Context: an optimization exercise on an open-source flow, tuned for small area, a short achievable clock period and few clock cycles per item. The choices shown serve that exercise and are no tape-out recipe. RTL that was checked went through simulation tests only; none was proved equivalent to the original. Power is estimated from default activity; no workload was simulated.

## the previous run
==> flow/design.v <==
package bst_pkg;
    localparam int TOKEN_WIDTH   = 8;
    localparam int PAYLOAD_WIDTH = 32;
    localparam int NODE_COUNT    = 16;
endpackage
`timescale 1ns/1ps
module bst_engine_top (
    input  logic              aclk,
    input  logic              aresetn,
    input  logic              req_valid,
    output logic              req_ready,
    input  logic [47:0]       req,
    output logic              cpl_valid,
    input  logic              cpl_ready,
    output logic [32:0]       cpl
);
    localparam int N  = bst_pkg::NODE_COUNT;
    localparam int TW = bst_pkg::TOKEN_WIDTH;
    localparam int PW = bst_pkg::PAYLOAD_WIDTH;
    logic [TW-1:0] tok [N];
    logic [PW-1:0] pay [N];
    logic [N-1:0]  dead;     
    logic [N-1:0]  used;     
    logic          p_ins;    
    logic          p_dup;    
    logic          c_v;
    logic [PW:0]   c_q;
    logic          c_free, fire, ins_fire, srch_fire, any;
    logic [N-1:0]  wsel, newest, live, match;
    logic [PW-1:0] sel_pay;
    assign c_free    = !c_v || cpl_ready;
    assign req_ready = c_free;
    assign cpl_valid = c_v;
    assign cpl       = c_q;
    assign fire      = req_valid && c_free;
    assign ins_fire  = fire && (req[47:40] == 8'd1);
    assign srch_fire = fire && (req[47:40] == 8'd2);
    always_comb begin
        for (int i = 0; i < N; i++) begin
            wsel[i]   = ((i == 0) ? 1'b1 : used[i-1]) && !used[i];
            newest[i] = used[i] && ((i == N-1) ? 1'b1 : !used[i+1]);
            live[i]   = used[i] && ((p_ins && newest[i]) ? !p_dup : !dead[i]);
        end
    end
    always_comb begin
        for (int i = 0; i < N; i++)
            match[i] = live[i] && (tok[i] == req[39:32]);
    end
    assign any = |match;
    always_ff @(posedge aclk) begin
        for (int i = 0; i < N; i++) begin
            if (wsel[i]) begin
                tok[i] <= req[39:32];
                pay[i] <= req[31:0];
            end
            if (p_ins && newest[i]) dead[i] <= p_dup;
        end
    end
    always_ff @(posedge aclk) begin
        p_dup <= any;
    end
    always_ff @(posedge aclk or negedge aresetn) begin
        if (!aresetn) begin
            used  <= '0;
            p_ins <= 1'b0;
            c_v   <= 1'b0;
        end else begin
            if (ins_fire) used <= {used[N-2:0], 1'b1};
            p_ins <= ins_fire && !used[N-1];
            c_v   <= srch_fire || (c_v && !cpl_ready);
        end
    end
    always_comb begin
        sel_pay = '0;
        for (int i = 0; i < N; i++)
            sel_pay = sel_pay | (pay[i] & {PW{match[i]}});
    end
    always_ff @(posedge aclk) begin
        if (c_free) c_q <= {sel_pay, !any};
    end
endmodule
==> flow/config.mk <==
export PLATFORM = sky130hd
export DESIGN_NAME = bst_engine_top
export DESIGN_NICKNAME = bst_engine_top
export VERILOG_FILES = /design/flow/design.v
export SDC_FILE = /design/flow/constraint.sdc
export NUM_CORES = 4
export LEC_CHECK = 0
export ABC_CLOCK_PERIOD_IN_PS = 1500
export CAP_MARGIN = 20
export CORE_MARGIN = 2
export CORE_UTILIZATION = 60
export CTS_CLUSTER_DIAMETER = 150
export CTS_CLUSTER_SIZE = 25
export SETUP_SLACK_MARGIN = 2.0
export SLEW_MARGIN = 20
==> flow/constraint.sdc <==
create_clock -name core_clock -period 4.0 [get_ports {aclk}]
set_input_delay 0.8000 -clock core_clock [delete_from_list [all_inputs] [get_ports {aclk}]]
set_output_delay 0.8000 -clock core_clock [all_outputs]
set_load 0.01 [all_outputs]
standard.sh (not shown) runs the stock make flow with config.mk's settings and CLKGATE_MAP_FILE= SYNTH_SCRIPT=/design/flow/synth_recipe.tcl, a recipe that flattens the netlist after the stock synthesis.
==> flow/flow/run.sh <==
#!/bin/bash
# The standard layout, with faster port buffers.
set -euo pipefail
bash standard.sh "BUFFER_PORTS_ARGS=-buffer_cell sky130_fd_sc_hd__buf_4" finish > standard.log 2>&1
The previous run closes out successfully: all stages finished, all timing, DRC and antenna checks passed.
The following lists how the current run was set up differently from the previous run:
diff --git a/flow/design.v b/flow/design.v
--- a/flow/design.v
+++ b/flow/design.v
@@ -22,18 +22,21 @@
     logic [N-1:0]  dead;     
     logic [N-1:0]  used;     
     logic          p_ins;    
     logic          p_dup;    
+    logic [N-1:0]  mq0, mq1;     
+    logic [1:0]    mq_cnt;
     logic          c_v;
     logic [PW:0]   c_q;
-    logic          c_free, fire, ins_fire, srch_fire, any;
+    logic          n_rdy;
+    logic          fire, ins_fire, srch_fire, any;
     logic [N-1:0]  wsel, newest, live, match;
+    logic          c_free, pop;
     logic [PW-1:0] sel_pay;
-    assign c_free    = !c_v || cpl_ready;
-    assign req_ready = c_free;
+    assign req_ready = !n_rdy;
     assign cpl_valid = c_v;
     assign cpl       = c_q;
-    assign fire      = req_valid && c_free;
+    assign fire      = req_valid && !n_rdy;
     assign ins_fire  = fire && (req[47:40] == 8'd1);
     assign srch_fire = fire && (req[47:40] == 8'd2);
     always_comb begin
         for (int i = 0; i < N; i++) begin
@@ -62,20 +65,39 @@
     always_ff @(posedge aclk or negedge aresetn) begin
         if (!aresetn) begin
             used  <= '0;
             p_ins <= 1'b0;
-            c_v   <= 1'b0;
         end else begin
             if (ins_fire) used <= {used[N-2:0], 1'b1};
             p_ins <= ins_fire && !used[N-1];
-            c_v   <= srch_fire || (c_v && !cpl_ready);
+        end
+    end
+    assign c_free = !c_v || cpl_ready;
+    assign pop    = c_free && (mq_cnt != 2'd0);
+    always_ff @(posedge aclk) begin
+        if (mq_cnt == 2'd0 || pop) mq0 <= mq_cnt[1] ? mq1 : match;
+        if (mq_cnt == 2'd1)        mq1 <= match;
+    end
+    always_ff @(posedge aclk or negedge aresetn) begin
+        if (!aresetn) begin
+            mq_cnt <= 2'd0;
+            c_v    <= 1'b0;
+            n_rdy  <= 1'b0;
+        end else begin
+            case (mq_cnt)
+                2'd0:    mq_cnt <= srch_fire ? 2'd1 : 2'd0;
+                2'd1:    mq_cnt <= (srch_fire == pop) ? 2'd1 : (srch_fire ? 2'd2 : 2'd0);
+                default: mq_cnt <= pop ? 2'd1 : 2'd2;
+            endcase
+            n_rdy  <= (mq_cnt[1] && !pop) || (mq_cnt == 2'd1 && srch_fire && !pop);
+            c_v    <= pop || (c_v && !cpl_ready);
         end
     end
     always_comb begin
         sel_pay = '0;
         for (int i = 0; i < N; i++)
-            sel_pay = sel_pay | (pay[i] & {PW{match[i]}});
+            sel_pay = sel_pay | (pay[i] & {PW{mq0[i]}});
     end
     always_ff @(posedge aclk) begin
-        if (c_free) c_q <= {sel_pay, !any};
+        if (c_free) c_q <= {sel_pay, ~|mq0};
     end
 endmodule
==> summary.txt <==
- The current run finished every stage and its layout cleared the timing, design-rule and antenna checks.
- From the previous run to the current run the numbers moved as follows: part of the cycle the worst path needs decreased 10 points, endpoint arrival time on the critical path dropped 1.53 ns, total wire length went down.
- Between the current run and the previous run, the count of cell types in the netlist is higher for the previous run.
- Comparing the two runs side by side, the current run comes out behind the previous run on worst hold-check slack.
- Min count of mapped cells out of synthesis across the current run and the previous run: the previous run
- The higher DRC violation total after the first TritonRoute iteration came out of the previous run.
- The previous run -> the current run: number of tap instances increased slightly
- On total power: between the current run and the previous run, it ends up higher for the current run.
- Height of the die, the current run vs the previous run: up slightly
- The current run reports a higher internal power than the previous run does.
- Against the previous run, number of buffers other than clock buffers in the final layout in the current run fell by more than a quarter.
- The run showing the smaller flip-flop and latch count after synthesis is the previous run.
Testbench counts of the current run, summed over its fixed seeds: cycles 12,672, items 12,288.
The RTL of the previous run was laid out without a check of its function.

========
Another version of the RTL of bst_engine_top (not shown whole).
Size in the first run: roughly 1600 cells after synthesis, about 780 flip-flops, roughly 87 I/O pins.
==> flow/design.v (excerpt) <==
module bst_engine_top (
    input  logic              aclk,
    input  logic              aresetn,
    input  logic              req_valid,
    output logic              req_ready,
    input  logic [47:0]       req,
    output logic              cpl_valid,
    input  logic              cpl_ready,
    output logic [32:0]       cpl
);
==> module bst_engine_top, before the edit <==
module bst_engine_top (
    input  logic              aclk,
    input  logic              aresetn,
    input  logic              req_valid,
    output logic              req_ready,
    input  logic [47:0]       req,
    output logic              cpl_valid,
    input  logic              cpl_ready,
    output logic [32:0]       cpl
);
    localparam int N  = bst_pkg::NODE_COUNT;
    localparam int TW = bst_pkg::TOKEN_WIDTH;
    localparam int PW = bst_pkg::PAYLOAD_WIDTH;
    logic [TW-1:0] tok [N];
    logic [PW-1:0] pay [N];
    logic [N-1:0]  dead;     
    logic [N-1:0]  used;     
    logic          p_ins;    
    logic          p_dup;    
    logic [N-1:0]  mq0, mq1;     
    logic [1:0]    mq_cnt;
    logic          c_v;
    logic [PW:0]   c_q, c_h;    
    logic          n_rdy;
    logic          fire, ins_fire, srch_fire, any;
    logic [N-1:0]  wsel, newest, live, match;
    logic          c_free, pop;
    logic [PW-1:0] sel_pay;
    assign req_ready = !n_rdy;
    assign cpl_valid = c_v;
    assign cpl       = c_q;
    assign fire      = req_valid && !n_rdy;
    assign ins_fire  = fire && (req[47:40] == 8'd1);
    assign srch_fire = fire && (req[47:40] == 8'd2);
    always_comb begin
        for (int i = 0; i < N; i++) begin
            wsel[i]   = ((i == 0) ? 1'b1 : used[i-1]) && !used[i];
            newest[i] = used[i] && ((i == N-1) ? 1'b1 : !used[i+1]);
            live[i]   = used[i] && ((p_ins && newest[i]) ? !p_dup : !dead[i]);
        end
    end
    always_comb begin
        for (int i = 0; i < N; i++)
            match[i] = live[i] && (tok[i] == req[39:32]);
    end
    assign any = |match;
    always_ff @(posedge aclk) begin
        for (int i = 0; i < N; i++) begin
            if (wsel[i]) begin
                tok[i] <= req[39:32];
                pay[i] <= req[31:0];
            end
            if (p_ins && newest[i]) dead[i] <= p_dup;
        end
    end
    always_ff @(posedge aclk) begin
        p_dup <= any;
    end
    always_ff @(posedge aclk or negedge aresetn) begin
        if (!aresetn) begin
            used  <= '0;
            p_ins <= 1'b0;
        end else begin
            if (ins_fire) used <= {used[N-2:0], 1'b1};
            p_ins <= ins_fire && !used[N-1];
        end
    end
    assign c_free = !c_v || cpl_ready;
    assign pop    = c_free && (mq_cnt != 2'd0);
    always_ff @(posedge aclk) begin
        if (mq_cnt == 2'd0 || pop) mq0 <= mq_cnt[1] ? mq1 : match;
        if (mq_cnt == 2'd1)        mq1 <= match;
    end
    always_ff @(posedge aclk or negedge aresetn) begin
        if (!aresetn) begin
            mq_cnt <= 2'd0;
            c_v    <= 1'b0;
            n_rdy  <= 1'b0;
        end else begin
            case (mq_cnt)
                2'd0:    mq_cnt <= srch_fire ? 2'd1 : 2'd0;
                2'd1:    mq_cnt <= (srch_fire == pop) ? 2'd1 : (srch_fire ? 2'd2 : 2'd0);
                default: mq_cnt <= pop ? 2'd1 : 2'd2;
            endcase
            n_rdy  <= (mq_cnt[1] && !pop) || (mq_cnt == 2'd1 && srch_fire && !pop);
            c_v    <= pop || (c_v && !cpl_ready);
        end
    end
    always_comb begin
        sel_pay = '0;
        for (int i = 0; i < N; i++)
            sel_pay = sel_pay | (pay[i] & {PW{mq0[i]}});
    end
    always_ff @(posedge aclk) begin
        c_q <= c_free ? {sel_pay, ~|mq0} : c_h;
        c_h <= c_free ? {sel_pay, ~|mq0} : c_q;
    end
endmodule
Settings: LEC_CHECK=0, ABC_CLOCK_PERIOD_IN_PS=1500, CAP_MARGIN=20, CORE_MARGIN=2, CORE_UTILIZATION=60, CTS_CLUSTER_DIAMETER=150, CTS_CLUSTER_SIZE=25, SETUP_SLACK_MARGIN=2.0, SLEW_MARGIN=20; clock period 4.0 ns.
Scripts as last shown in full above: flow/flow/run.sh
==> next run, changes <==
--- a/flow/design.v
+++ b/flow/design.v
@@ -18,43 +18,45 @@
     localparam int TW = bst_pkg::TOKEN_WIDTH;
     localparam int PW = bst_pkg::PAYLOAD_WIDTH;
     logic [TW-1:0] tok [N];
     logic [PW-1:0] pay [N];
     logic [N-1:0]  dead;     
-    logic [N-1:0]  used;     
+    logic [N:0]    nxt;      
     logic          p_ins;    
     logic          p_dup;    
     logic [N-1:0]  mq0, mq1;     
     logic [1:0]    mq_cnt;
     logic          c_v;
     logic [PW:0]   c_q, c_h;    
     logic          n_rdy;
     logic          fire, ins_fire, srch_fire, any;
-    logic [N-1:0]  wsel, newest, live, match;
+    logic [N-1:0]  used, newest, live, match;
     logic          c_free, pop;
     logic [PW-1:0] sel_pay;
     assign req_ready = !n_rdy;
     assign cpl_valid = c_v;
     assign cpl       = c_q;
     assign fire      = req_valid && !n_rdy;
     assign ins_fire  = fire && (req[47:40] == 8'd1);
     assign srch_fire = fire && (req[47:40] == 8'd2);
     always_comb begin
+        used[N-1] = nxt[N];
+        for (int i = N-2; i >= 0; i--)
+            used[i] = used[i+1] || nxt[i+1];
         for (int i = 0; i < N; i++) begin
-            wsel[i]   = ((i == 0) ? 1'b1 : used[i-1]) && !used[i];
-            newest[i] = used[i] && ((i == N-1) ? 1'b1 : !used[i+1]);
+            newest[i] = nxt[i+1];
             live[i]   = used[i] && ((p_ins && newest[i]) ? !p_dup : !dead[i]);
         end
     end
     always_comb begin
         for (int i = 0; i < N; i++)
             match[i] = live[i] && (tok[i] == req[39:32]);
     end
     assign any = |match;
     always_ff @(posedge aclk) begin
         for (int i = 0; i < N; i++) begin
-            if (wsel[i]) begin
+            if (nxt[i]) begin
                 tok[i] <= req[39:32];
                 pay[i] <= req[31:0];
             end
             if (p_ins && newest[i]) dead[i] <= p_dup;
         end
@@ -62,15 +64,15 @@
     always_ff @(posedge aclk) begin
         p_dup <= any;
     end
     always_ff @(posedge aclk or negedge aresetn) begin
         if (!aresetn) begin
-            used  <= '0;
+            nxt   <= (N+1)'(1);
             p_ins <= 1'b0;
         end else begin
-            if (ins_fire) used <= {used[N-2:0], 1'b1};
-            p_ins <= ins_fire && !used[N-1];
+            if (ins_fire && !nxt[N]) nxt <= {nxt[N-1:0], 1'b0};
+            p_ins <= ins_fire && !nxt[N];
         end
     end
     assign c_free = !c_v || cpl_ready;
     assign pop    = c_free && (mq_cnt != 2'd0);
     always_ff @(posedge aclk) begin
@@ -97,8 +99,8 @@
         for (int i = 0; i < N; i++)
             sel_pay = sel_pay | (pay[i] & {PW{mq0[i]}});
     end
     always_ff @(posedge aclk) begin
         c_q <= c_free ? {sel_pay, ~|mq0} : c_h;
-        c_h <= c_free ? {sel_pay, ~|mq0} : c_q;
+        if (pop) c_h <= {sel_pay, ~|mq0};
     end
 endmodule
Wire length fell by 2.3%; total power fell by 2.9%; sequential power fell by about 1%; combinational power fell by 26%; synthesized cell count fell by 5.2%; sequential share of layout area rose by 0.39 points; worst hold slack is worse by 0.033 ns; die area fell by 0.56%; non-clock buffer count rose by 34; synthesized area fell by 0.57%.
No run of this note included a check of the RTL's function; only the layout flow was run.

==> afterwards: timing with drivers on the ports <==
The results above use ideal ports. As a check the final layouts listed here were re-extracted and re-timed, cells and wires unchanged. Step 1 sets driving cells, clkbuf_16 on the clock port and buf_2 on the other inputs (assumed; they add their load-dependent delay and slew). Step 2 also shifts input and output timing later by t, the mid clock arrival at the registers, as if the neighbouring blocks saw the same clock. Slacks: ideal / step 1 / step 2; pairs: ideal / step 1.
| run | t, ns | slack for setup (ns) | worst setup path after step 2 | latest minus earliest clock arrival (ns) | worst slew at a driven data input, ns |
|---|---|---|---|---|---|
| the previous run | 0.639 | 1.599 / 1.599 / 1.023 | input to register | 0.034 / 0.033 | 0.11 |
| the current run | 0.626 | 2.000 / 1.942 / 1.587 | input to register | 0.022 / 0.022 | 0.08 |
| the first run of note 2 | 0.639 | 2.030 / 1.975 / 1.535 | input to register | 0.026 / 0.026 | 0.12 |
| the second run of note 2 | 0.627 | 1.791 / 1.791 / 1.368 | input to register | 0.039 / 0.039 | 0.10 |
After both steps every run listed still meets setup and hold. For the previous run, which loses most, drivers alone change the setup slack by 0.000 ns; drivers and shift together by -0.576 ns.
